Context: an optimization exercise on an open-source flow, tuned for small area, a short achievable clock period and few clock cycles per item. The choices shown serve that exercise and are no tape-out recipe. In this exercise RTL edits were held to simulation tests only and were not proved equivalent to the original. Power and IR drop assume default switching activity.

[run.sh]
#!/bin/bash
# synth_recipe.tcl (not shown) runs the flow's synth.tcl, then flattens the netlist and writes it again
# the make line also repeats each setting of config.mk as NAME=value (left out here)
make -C /OpenROAD-flow-scripts/flow DESIGN_CONFIG=/design/flow/config.mk WORK_HOME=/design/flow/orfs CLKGATE_MAP_FILE= SYNTH_SCRIPT=/design/flow/synth_recipe.tcl finish
[config.mk]
export PLATFORM = sky130hd
export DESIGN_NAME = lru_ordered_history_set
export DESIGN_NICKNAME = lru_ordered_history_set
export VERILOG_FILES = /design/flow/design.v
export SDC_FILE = /design/flow/constraint.sdc
export NUM_CORES = 8
export LEC_CHECK = 0
export CAP_MARGIN = 20
export CORE_MARGIN = 2
export CORE_UTILIZATION = 25
export SLEW_MARGIN = 20
[constraint.sdc]
create_clock -name core_clock -period 9.0 [get_ports {clk}]
set_input_delay 1.8000 -clock core_clock [delete_from_list [all_inputs] [get_ports {clk}]]
set_output_delay 1.8000 -clock core_clock [all_outputs]
set_load 0.01 [all_outputs]
[design.v]
`timescale 1ns / 1ps
package lohs_pkg;
    localparam int KEY_W       = 64;
    localparam int FP_PORT_W   = 64;
    localparam int SLOT_PORT_W = 4;
    localparam int FILL_PORT_W = 5;
    typedef enum logic [1:0] {
        CMD_LOOKUP_OFFSET = 2'd0,
        CMD_LOOKUP_ADDR   = 2'd1,
        CMD_INSERT        = 2'd2,
        CMD_TOUCH         = 2'd3
    } lohs_cmd_t;
    typedef enum logic {
        ST_IDLE    = 1'b0,
        ST_RESOLVE = 1'b1
    } lohs_state_t;
    typedef struct packed {
        logic shift;     
        logic cmp_en;    
        logic by_addr;   
    } lohs_cell_ctl_t;
endpackage
`timescale 1ns / 1ps
module lohs_cell #(
    parameter int FOOTPRINT_BITS = 64,
    parameter int SLOT_W         = 4
) (
    input  logic                          clk,
    input  logic                          rst_n,
    input  logic                          ctl_shift,
    input  logic                          ctl_cmp_en,
    input  logic                          ctl_by_addr,
    input  logic [lohs_pkg::KEY_W-1:0]    offset_key,
    input  logic [lohs_pkg::KEY_W-1:0]    address_key,
    input  logic [lohs_pkg::KEY_W-1:0]    prev_offset_key,
    input  logic [lohs_pkg::KEY_W-1:0]    prev_address_key,
    input  logic [FOOTPRINT_BITS-1:0]     prev_footprint,
    input  logic [SLOT_W-1:0]             prev_slot,
    output logic [lohs_pkg::KEY_W-1:0]    cell_offset_key,
    output logic [lohs_pkg::KEY_W-1:0]    cell_address_key,
    output logic [FOOTPRINT_BITS-1:0]     cell_footprint,
    output logic [SLOT_W-1:0]             cell_slot,
    output logic                          match
);
    logic [lohs_pkg::KEY_W-1:0]          okey_reg;
    logic [lohs_pkg::KEY_W-1:0]          akey_reg;
    logic [FOOTPRINT_BITS-1:0] fp_reg;
    logic [SLOT_W-1:0]         slot_reg;
    logic                      match_reg;
    logic                      match_next;
    always_comb
    begin
        if (ctl_by_addr)
        begin
            match_next = (akey_reg == address_key);
        end
        else
        begin
            match_next = (okey_reg == offset_key);
        end
    end
    always_ff @(posedge clk or negedge rst_n)
    begin
        if (!rst_n)
        begin
            match_reg <= 1'b0;
        end
        else if (ctl_cmp_en)
        begin
            match_reg <= match_next;
        end
    end
    always_ff @(posedge clk)
    begin
        if (ctl_shift)
        begin
            okey_reg <= prev_offset_key;
            akey_reg <= prev_address_key;
            fp_reg   <= prev_footprint;
            slot_reg <= prev_slot;
        end
    end
    assign cell_offset_key  = okey_reg;
    assign cell_address_key = akey_reg;
    assign cell_footprint   = fp_reg;
    assign cell_slot        = slot_reg;
    assign match            = match_reg;
endmodule
`timescale 1ns / 1ps
module lohs_ctrl #(
    parameter int ENTRIES        = 16,
    parameter int FOOTPRINT_BITS = 64,
    parameter int SLOT_W         = 4,
    parameter int COUNT_W        = 5
) (
    input  logic                                         clk,
    input  logic                                         rst_n,
    input  logic                                         in_valid,
    output logic                                         in_stall,
    input  lohs_pkg::lohs_cmd_t                          cmd,
    input  logic [lohs_pkg::KEY_W-1:0]                   offset_key,
    input  logic [lohs_pkg::KEY_W-1:0]                   address_key,
    input  logic [lohs_pkg::FP_PORT_W-1:0]               entry_footprint,
    input  logic [ENTRIES-1:0]                           cell_match,
    input  logic [ENTRIES-1:0][lohs_pkg::KEY_W-1:0]      cell_offset_key,
    input  logic [ENTRIES-1:0][lohs_pkg::KEY_W-1:0]      cell_address_key,
    input  logic [ENTRIES-1:0][FOOTPRINT_BITS-1:0]       cell_footprint,
    input  logic [ENTRIES-1:0][SLOT_W-1:0]               cell_slot,
    output logic [ENTRIES-1:0]                           cell_shift,
    output logic                                         cell_cmp_en,
    output logic                                         cell_by_addr,
    output logic [lohs_pkg::KEY_W-1:0]                   head_offset_key,
    output logic [lohs_pkg::KEY_W-1:0]                   head_address_key,
    output logic [FOOTPRINT_BITS-1:0]                    head_footprint,
    output logic [SLOT_W-1:0]                            head_slot,
    output logic                                         out_valid,
    input  logic                                         out_stall,
    output logic                                         hit,
    output logic [lohs_pkg::SLOT_PORT_W-1:0]             slot,
    output logic [lohs_pkg::FP_PORT_W-1:0]               found_footprint,
    output logic [lohs_pkg::FILL_PORT_W-1:0]             fill_count
);
    lohs_pkg::lohs_state_t               state_reg;
    lohs_pkg::lohs_state_t               state_next;
    lohs_pkg::lohs_cmd_t                 cmd_reg;
    logic [lohs_pkg::KEY_W-1:0]          okey_reg;
    logic [lohs_pkg::KEY_W-1:0]          akey_reg;
    logic [FOOTPRINT_BITS-1:0] fp_reg;
    logic [COUNT_W-1:0]        count_reg;
    logic [COUNT_W-1:0]        count_next;
    logic                      out_valid_reg;
    logic                      hit_reg;
    logic [lohs_pkg::SLOT_PORT_W-1:0]    slot_reg;
    logic [lohs_pkg::FP_PORT_W-1:0]      fp_out_reg;
    logic [lohs_pkg::FILL_PORT_W-1:0]    fill_reg;
    logic                      accept;
    logic                      fire;
    logic                      full;
    logic [SLOT_W-1:0]         victim;
    logic [ENTRIES-1:0]        lane_match;
    logic                      look_hit;
    logic [SLOT_W-1:0]         look_pos;
    logic [ENTRIES-1:0]        slot_match;
    logic                      touch_hit;
    logic [SLOT_W-1:0]         touch_slot;
    logic [SLOT_W-1:0]         touch_pos;
    logic                      res_hit;
    logic [SLOT_W-1:0]         res_slot;
    logic [FOOTPRINT_BITS-1:0] res_fp;
    always_comb
    begin
        state_next = state_reg;
        unique case (state_reg)
            lohs_pkg::ST_IDLE:
            begin
                if (in_valid)
                begin
                    state_next = lohs_pkg::ST_RESOLVE;
                end
            end
            lohs_pkg::ST_RESOLVE:
            begin
                if (!out_valid_reg || !out_stall)
                begin
                    state_next = lohs_pkg::ST_IDLE;
                end
            end
            default:
            begin
                state_next = lohs_pkg::ST_IDLE;
            end
        endcase
    end
    always_comb
    begin
        in_stall = 1'b1;
        fire     = 1'b0;
        unique case (state_reg)
            lohs_pkg::ST_IDLE:
            begin
                in_stall = 1'b0;
            end
            lohs_pkg::ST_RESOLVE:
            begin
                fire = !out_valid_reg || !out_stall;
            end
            default:
            begin
                in_stall = 1'b1;
            end
        endcase
    end
    assign accept = in_valid && !in_stall;
    always_ff @(posedge clk or negedge rst_n)
    begin
        if (!rst_n)
        begin
            state_reg <= lohs_pkg::ST_IDLE;
        end
        else
        begin
            state_reg <= state_next;
        end
    end
    always_ff @(posedge clk)
    begin
        if (accept)
        begin
            cmd_reg  <= cmd;
            okey_reg <= offset_key;
            akey_reg <= address_key;
            fp_reg   <= entry_footprint[FOOTPRINT_BITS-1:0];
        end
    end
    always_comb
    begin
        for (int c = 0; c < ENTRIES; c++)
        begin
            lane_match[c] = cell_match[c] && (COUNT_W'(c) < count_reg);
        end
        look_hit = |lane_match;
        look_pos = '0;
        for (int c = ENTRIES - 1; c >= 0; c--)
        begin
            if (lane_match[c])
            begin
                look_pos = SLOT_W'(c);
            end
        end
        for (int s = 0; s < ENTRIES; s++)
        begin
            slot_match[s] = 1'b0;
            for (int c = 0; c < ENTRIES; c++)
            begin
                if (lane_match[c] && (cell_slot[c] == SLOT_W'(s)))
                begin
                    slot_match[s] = 1'b1;
                end
            end
        end
        touch_hit  = |slot_match;
        touch_slot = '0;
        for (int s = ENTRIES - 1; s >= 0; s--)
        begin
            if (slot_match[s])
            begin
                touch_slot = SLOT_W'(s);
            end
        end
        touch_pos = '0;
        for (int c = 0; c < ENTRIES; c++)
        begin
            if (lane_match[c] && (cell_slot[c] == touch_slot))
            begin
                touch_pos = SLOT_W'(c);
            end
        end
    end
    assign full   = (count_reg == COUNT_W'(ENTRIES));
    assign victim = full ? cell_slot[ENTRIES-1] : SLOT_W'(count_reg);
    always_comb
    begin
        res_hit    = 1'b0;
        res_slot   = '0;
        res_fp     = '0;
        count_next = count_reg;
        unique case (cmd_reg)
            lohs_pkg::CMD_LOOKUP_OFFSET, lohs_pkg::CMD_LOOKUP_ADDR:
            begin
                res_hit = look_hit;
                if (look_hit)
                begin
                    res_slot = cell_slot[look_pos];
                    res_fp   = cell_footprint[look_pos];
                end
            end
            lohs_pkg::CMD_INSERT:
            begin
                res_slot = victim;
                if (!full)
                begin
                    count_next = count_reg + COUNT_W'(1);
                end
            end
            lohs_pkg::CMD_TOUCH:
            begin
                res_hit = touch_hit;
                if (touch_hit)
                begin
                    res_slot = touch_slot;
                    res_fp   = cell_footprint[touch_pos];
                end
            end
            default:
            begin
                res_hit = 1'b0;
            end
        endcase
    end
    always_comb
    begin
        if (cmd_reg == lohs_pkg::CMD_INSERT)
        begin
            head_offset_key  = okey_reg;
            head_address_key = akey_reg;
            head_footprint   = fp_reg;
            head_slot        = victim;
        end
        else
        begin
            head_offset_key  = cell_offset_key[touch_pos];
            head_address_key = cell_address_key[touch_pos];
            head_footprint   = cell_footprint[touch_pos];
            head_slot        = cell_slot[touch_pos];
        end
    end
    assign cell_cmp_en  = accept;
    assign cell_by_addr = (cmd != lohs_pkg::CMD_LOOKUP_OFFSET);
    always_comb
    begin
        for (int c = 0; c < ENTRIES; c++)
        begin
            cell_shift[c] = fire &&
                ((cmd_reg == lohs_pkg::CMD_INSERT) ||
                 ((cmd_reg == lohs_pkg::CMD_TOUCH) && touch_hit && (SLOT_W'(c) <= touch_pos)));
        end
    end
    always_ff @(posedge clk or negedge rst_n)
    begin
        if (!rst_n)
        begin
            count_reg <= '0;
        end
        else if (fire)
        begin
            count_reg <= count_next;
        end
    end
    always_ff @(posedge clk or negedge rst_n)
    begin
        if (!rst_n)
        begin
            out_valid_reg <= 1'b0;
        end
        else if (fire)
        begin
            out_valid_reg <= 1'b1;
        end
        else if (!out_stall)
        begin
            out_valid_reg <= 1'b0;
        end
    end
    always_ff @(posedge clk)
    begin
        if (fire)
        begin
            hit_reg    <= res_hit;
            slot_reg   <= lohs_pkg::SLOT_PORT_W'(res_slot);
            fp_out_reg <= lohs_pkg::FP_PORT_W'(res_fp);
            fill_reg   <= lohs_pkg::FILL_PORT_W'(count_next);
        end
    end
    assign out_valid       = out_valid_reg;
    assign hit             = hit_reg;
    assign slot            = slot_reg;
    assign found_footprint = fp_out_reg;
    assign fill_count      = fill_reg;
endmodule
`timescale 1ns / 1ps
module lru_ordered_history_set #(
    parameter int ENTRIES        = 16,
    parameter int FOOTPRINT_BITS = 64
) (
    input  logic                                 clk,
    input  logic                                 rst_n,
    input  logic                                 in_valid,
    output logic                                 in_stall,
    input  logic [1:0]                           cmd,
    input  logic [lohs_pkg::KEY_W-1:0]           offset_key,
    input  logic [lohs_pkg::KEY_W-1:0]           address_key,
    input  logic [lohs_pkg::FP_PORT_W-1:0]       entry_footprint,
    output logic                                 out_valid,
    input  logic                                 out_stall,
    output logic                                 hit,
    output logic [lohs_pkg::SLOT_PORT_W-1:0]     slot,
    output logic [lohs_pkg::FP_PORT_W-1:0]       found_footprint,
    output logic [lohs_pkg::FILL_PORT_W-1:0]     fill_count
);
    localparam int SLOT_W  = (ENTRIES > 1) ? $clog2(ENTRIES) : 1;
    localparam int COUNT_W = $clog2(ENTRIES + 1);
    logic [ENTRIES-1:0]                      cell_shift;
    logic                                    cell_cmp_en;
    logic                                    cell_by_addr;
    logic [ENTRIES-1:0]                      cell_match;
    logic [ENTRIES-1:0][lohs_pkg::KEY_W-1:0]           cell_okey;
    logic [ENTRIES-1:0][lohs_pkg::KEY_W-1:0]           cell_akey;
    logic [ENTRIES-1:0][FOOTPRINT_BITS-1:0]  cell_fp;
    logic [ENTRIES-1:0][SLOT_W-1:0]          cell_slot;
    logic [ENTRIES-1:0][lohs_pkg::KEY_W-1:0]           chain_okey;
    logic [ENTRIES-1:0][lohs_pkg::KEY_W-1:0]           chain_akey;
    logic [ENTRIES-1:0][FOOTPRINT_BITS-1:0]  chain_fp;
    logic [ENTRIES-1:0][SLOT_W-1:0]          chain_slot;
    logic [lohs_pkg::KEY_W-1:0]                        head_okey;
    logic [lohs_pkg::KEY_W-1:0]                        head_akey;
    logic [FOOTPRINT_BITS-1:0]               head_fp;
    logic [SLOT_W-1:0]                       head_slot;
    lohs_ctrl #(
        .ENTRIES        (ENTRIES),
        .FOOTPRINT_BITS (FOOTPRINT_BITS),
        .SLOT_W         (SLOT_W),
        .COUNT_W        (COUNT_W)
    ) u_ctrl (
        .clk              (clk),
        .rst_n            (rst_n),
        .in_valid         (in_valid),
        .in_stall         (in_stall),
        .cmd              (lohs_pkg::lohs_cmd_t'(cmd)),
        .offset_key       (offset_key),
        .address_key      (address_key),
        .entry_footprint  (entry_footprint),
        .cell_match       (cell_match),
        .cell_offset_key  (cell_okey),
        .cell_address_key (cell_akey),
        .cell_footprint   (cell_fp),
        .cell_slot        (cell_slot),
        .cell_shift       (cell_shift),
        .cell_cmp_en      (cell_cmp_en),
        .cell_by_addr     (cell_by_addr),
        .head_offset_key  (head_okey),
        .head_address_key (head_akey),
        .head_footprint   (head_fp),
        .head_slot        (head_slot),
        .out_valid        (out_valid),
        .out_stall        (out_stall),
        .hit              (hit),
        .slot             (slot),
        .found_footprint  (found_footprint),
        .fill_count       (fill_count)
    );
    for (genvar c = 0; c < ENTRIES; c++)
    begin : g_cell
        if (c == 0)
        begin : g_head
            assign chain_okey[c] = head_okey;
            assign chain_akey[c] = head_akey;
            assign chain_fp[c]   = head_fp;
            assign chain_slot[c] = head_slot;
        end
        else
        begin : g_link
            assign chain_okey[c] = cell_okey[c-1];
            assign chain_akey[c] = cell_akey[c-1];
            assign chain_fp[c]   = cell_fp[c-1];
            assign chain_slot[c] = cell_slot[c-1];
        end
        lohs_cell #(
            .FOOTPRINT_BITS (FOOTPRINT_BITS),
            .SLOT_W         (SLOT_W)
        ) u_cell (
            .clk              (clk),
            .rst_n            (rst_n),
            .ctl_shift        (cell_shift[c]),
            .ctl_cmp_en       (cell_cmp_en),
            .ctl_by_addr      (cell_by_addr),
            .offset_key       (offset_key),
            .address_key      (address_key),
            .prev_offset_key  (chain_okey[c]),
            .prev_address_key (chain_akey[c]),
            .prev_footprint   (chain_fp[c]),
            .prev_slot        (chain_slot[c]),
            .cell_offset_key  (cell_okey[c]),
            .cell_address_key (cell_akey[c]),
            .cell_footprint   (cell_fp[c]),
            .cell_slot        (cell_slot[c]),
            .match            (cell_match[c])
        );
    end
endmodule
==> results.yml <==
drt:
  viasPerCell: 5.94
  ant_nets: 0
  drc: 0
  vias: 136000
  wl_per_cell_um: 46.1
  drt_iter0_drc: 24200
  wirelength_um: 1060000
  first_pass_iters: 9
finish:
  fillers: 67500
  multiInputGateArea_mm2: 0.0609
  layout.nets: 13800
  stdcell_area_mm2: 0.199
  drive_gt1_share_pct: 13.4
  seqCellArea_mm2: 0.103
  mostFrequentLayoutCells: "edfxtp_1, nand2_1, xor2_1, xnor2_1, buf_4"
  area_delta_synth_final_pct: 18.7
  final_common_cell: "edfxtp_1"
place:
  port_buffers: 273
  detailed_place_hpwl_um: 783000
  gp_congestion: 1.10
  dpl-instance-area_mm2: 0.186
worst_setup_path:
  critPathLaunchType: "flip-flop"
  cp.arrival_ps: 8900
  cp.required_ps: 9700
  crit_type: "flip-flop to flip-flop"
  cp-end-kind: "flip-flop"
  crit_path_max_fanout: 39
timing:
  setup_tns_ps: 0
  slew-limit-headroom_pct: 11.7
  final_min_period_over_clock_period_pct: 91.2
  max_freq_mhz: 122
  fin_skew_ps: 144
  rsz0062_at_grt: "no"
  hold_viol: 0
  drv_slew: 0
  period_minus_slack_ps: 8210
  worstMarginPinSlew_ps: 1320
  setup_violations: 0
synth:
  async_flop_share_pct: 0.671
  ys_ff_latch: 3427
  synth_area_leaders: "edfxtp_1, xor2_1, nand2_1"
  synth.avg_cell_area_um2: 12.7
  synth_warnings: 2
  synth-compound-area-share_pct: 10.0
  synthMuxAreaShare_pct: 7.07
  syn-cell-area_mm2: 0.168
  synth_fa_ha_area_share_pct: 0.0149
  synthFlopType: "edfxtp_1"
  yosysTopAreaCell: "edfxtp_1"
  synthCells: 13200
  synthSimpleGateAreaFrac_pct: 10.6
  synth_top_cell_area_share_pct: 61.0
  synth-edff-count: 3404
  synth.distinct_cells: 106
  synthXorXnorAreaFrac_pct: 7.95
  seq_area_frac_synth_pct: 61.3
  synth_top_family_by_area: "simple AND/OR/NAND/NOR gates"
  syn-num-nets: 13400
power_and_ir_drop:
  finalPower_uw: 45800
  power_density_mw_per_mm2: 230
  vdd_drop_max_v: 0.000182
  p_leak_uw: 0.0651
run_status:
  status: "finished clean"
clock_tree:
  cts_setup_buffers: 0
  cts_tree: "done"
  postCtsHoldBufs: 0
  post_cts_resized: 0
  numClockSinks: 3427
  cts_root_buf: "clkbuf_16"
  cts_buffers: 390
  h-tree-depth: 5
  clk_latency_ps: 1160
  cts_buffer_depth: 4
  clk_pin_slew_ps: 60
grt:
  antenna_found_initial: 176
  grt_pass1_vias: 124000
  grt.total_usage_pct: 29.9
  grt_max_degree: 137
  grt_first_pass_wirelength_um: 1340000
  grt_remaining_overflow: 0
die:
  ios: 274
  fp.dieW_um: 823
  start_util_pct: 25.1
  rows: 300
  dieHeight_um: 823
  core_mm2: 0.668
  dieArea_mm2: 0.677
job:
  maxCapViolCount: 0
min_path:
  hp-class: "flip-flop to flip-flop"
-- final cells by class --
class                      instances  share of cell area [%]
inverter                         283                   0.548
tap                             8909                    5.60
timing repair buffer            1001                    5.12
sequential                      3427                    51.7
antenna                           61                  0.0767
clock buffer                     480                    5.12
multi-input combinational       8505                    30.6
clock inverter                   234                    1.25
-- worst max-delay path, stage by stage (launching register included) --
cell and delay (ps):
dfrtp_1 640, o41ai_4 830, nor3_1 100, a2111oi_0 440, buf_4 210, nand3_1 170, nor4_1 890, nand3_1 140
a31oi_1 270, o21a_1 720, xnor2_1 220, a2111oi_0 100, buf_4 170, or4_1 580, nor3_4 370, nor2_1 100
o21ai_0 710, o31ai_4 250, a21o_4 470, buf_12 290
-- synth_stat cells, types with 71 or more instances --
cell type	n
a221oi_1	244
clkbuf_1	610
buf_1	154
xnor2_1	706
nand4_1	372
mux2i_1	490
edfxtp_1	3404
o221a_1	86
nor4_1	330
o41ai_1	88
o21ai_0	325
buf_2	189
and3_1	170
o2bb2ai_1	83
nand2_1	1839
o22ai_1	203
o211ai_1	85
nor2_1	240
a22o_1	79
a21oi_1	435
nand3_1	496
xor2_1	816
mux4_2	272
nor3_1	103
mux2_2	71
inv_1	267
a31oi_1	400
-- per-layer routing --
metal  GRT usage, %  up-vias  routed length, µm
li1               -    51600                  -
met2           42.5    11200             431000
met5              0        -                905
met1           39.5    71000             414000
met4           17.4      126              76900
met3           9.90     2189             133000
-- metrics by stage --
step / instances / utilization (%) / hold WS [ps] / worst slack (ps)
4_1_cts: 22800 / 29.8 / 420 / 953
3_3_place_gp: 22100 / 27.8 / 427 / 908
6_report: 22900 / 29.8 / 433 / 792
5_1_grt: 22800 / 29.8 / 446 / 621
2_1_floorplan: 13200 / - / 421 / -12580
3_5_place_dp: 22100 / 27.9 / 432 / 1020
-- where the power goes --
part	internal, µW	switching (µW)	total, µW
Clock	9130	7490	16600
Sequential	19800	1950	21800
Combinational	1760	5650	7410
-- cell families after synthesis --
logic type / after synthesis
AOI/OAI and AO/OA: 2399
xor gates and xnor gates: 1522
adders and majority gates: 2
buffers and inverters: 1259
DFF: 3427
muxes: 835
and+or+nand+nor: 3747
-- path summary, 6_finish.rpt --
check | cells after the start | slack (ps) | start | end
setup reg to reg | 19 | 790 | u_ctrl.count_reg[1] | g_cell[1].u_cell.fp_reg[42]
setup / recovery | 19 | 790 | u_ctrl.count_reg[1] | g_cell[1].u_cell.fp_reg[42]
hold / removal | 0 | 430 | g_cell[7].u_cell.fp_reg[44] | g_cell[8].u_cell.fp_reg[44]
max in group asynchronous | 2 | 7630 | rst_n | u_ctrl.out_valid_reg
hold reg to reg | 0 | 430 | g_cell[7].u_cell.fp_reg[44] | g_cell[8].u_cell.fp_reg[44]
min in group asynchronous | 2 | 870 | rst_n | g_cell[4].u_cell.match_reg
Testbench counts, summed over its fixed seeds: cycles 64,008, items 32,000.

separate check: timing with driven ports:
The flow's constraints put no driver on any port. The routed layout listed below was extracted and timed again, unchanged, in two steps.
Step 1 sets driving cells, clkbuf_16 on the clock port and buf_2 on the other inputs (assumed; they add their load-dependent delay and slew).
Step 2 times the ports against the registers' clock, not the clock port: input delays grow and output delays shrink by t, the midpoint of the rising clock arrivals with the driver on.
Slacks: ideal ports / drivers / drivers and shift; pairs: ideal ports / drivers.
t, ns: 1.184
setup WS [ns]: 0.792 / 0.792 / 0.792
pins driven straight from the clock port: 1
After both steps this run still meets setup and hold. For this run, drivers alone change the setup slack by 0.000 ns; drivers and shift together by 0.000 ns.
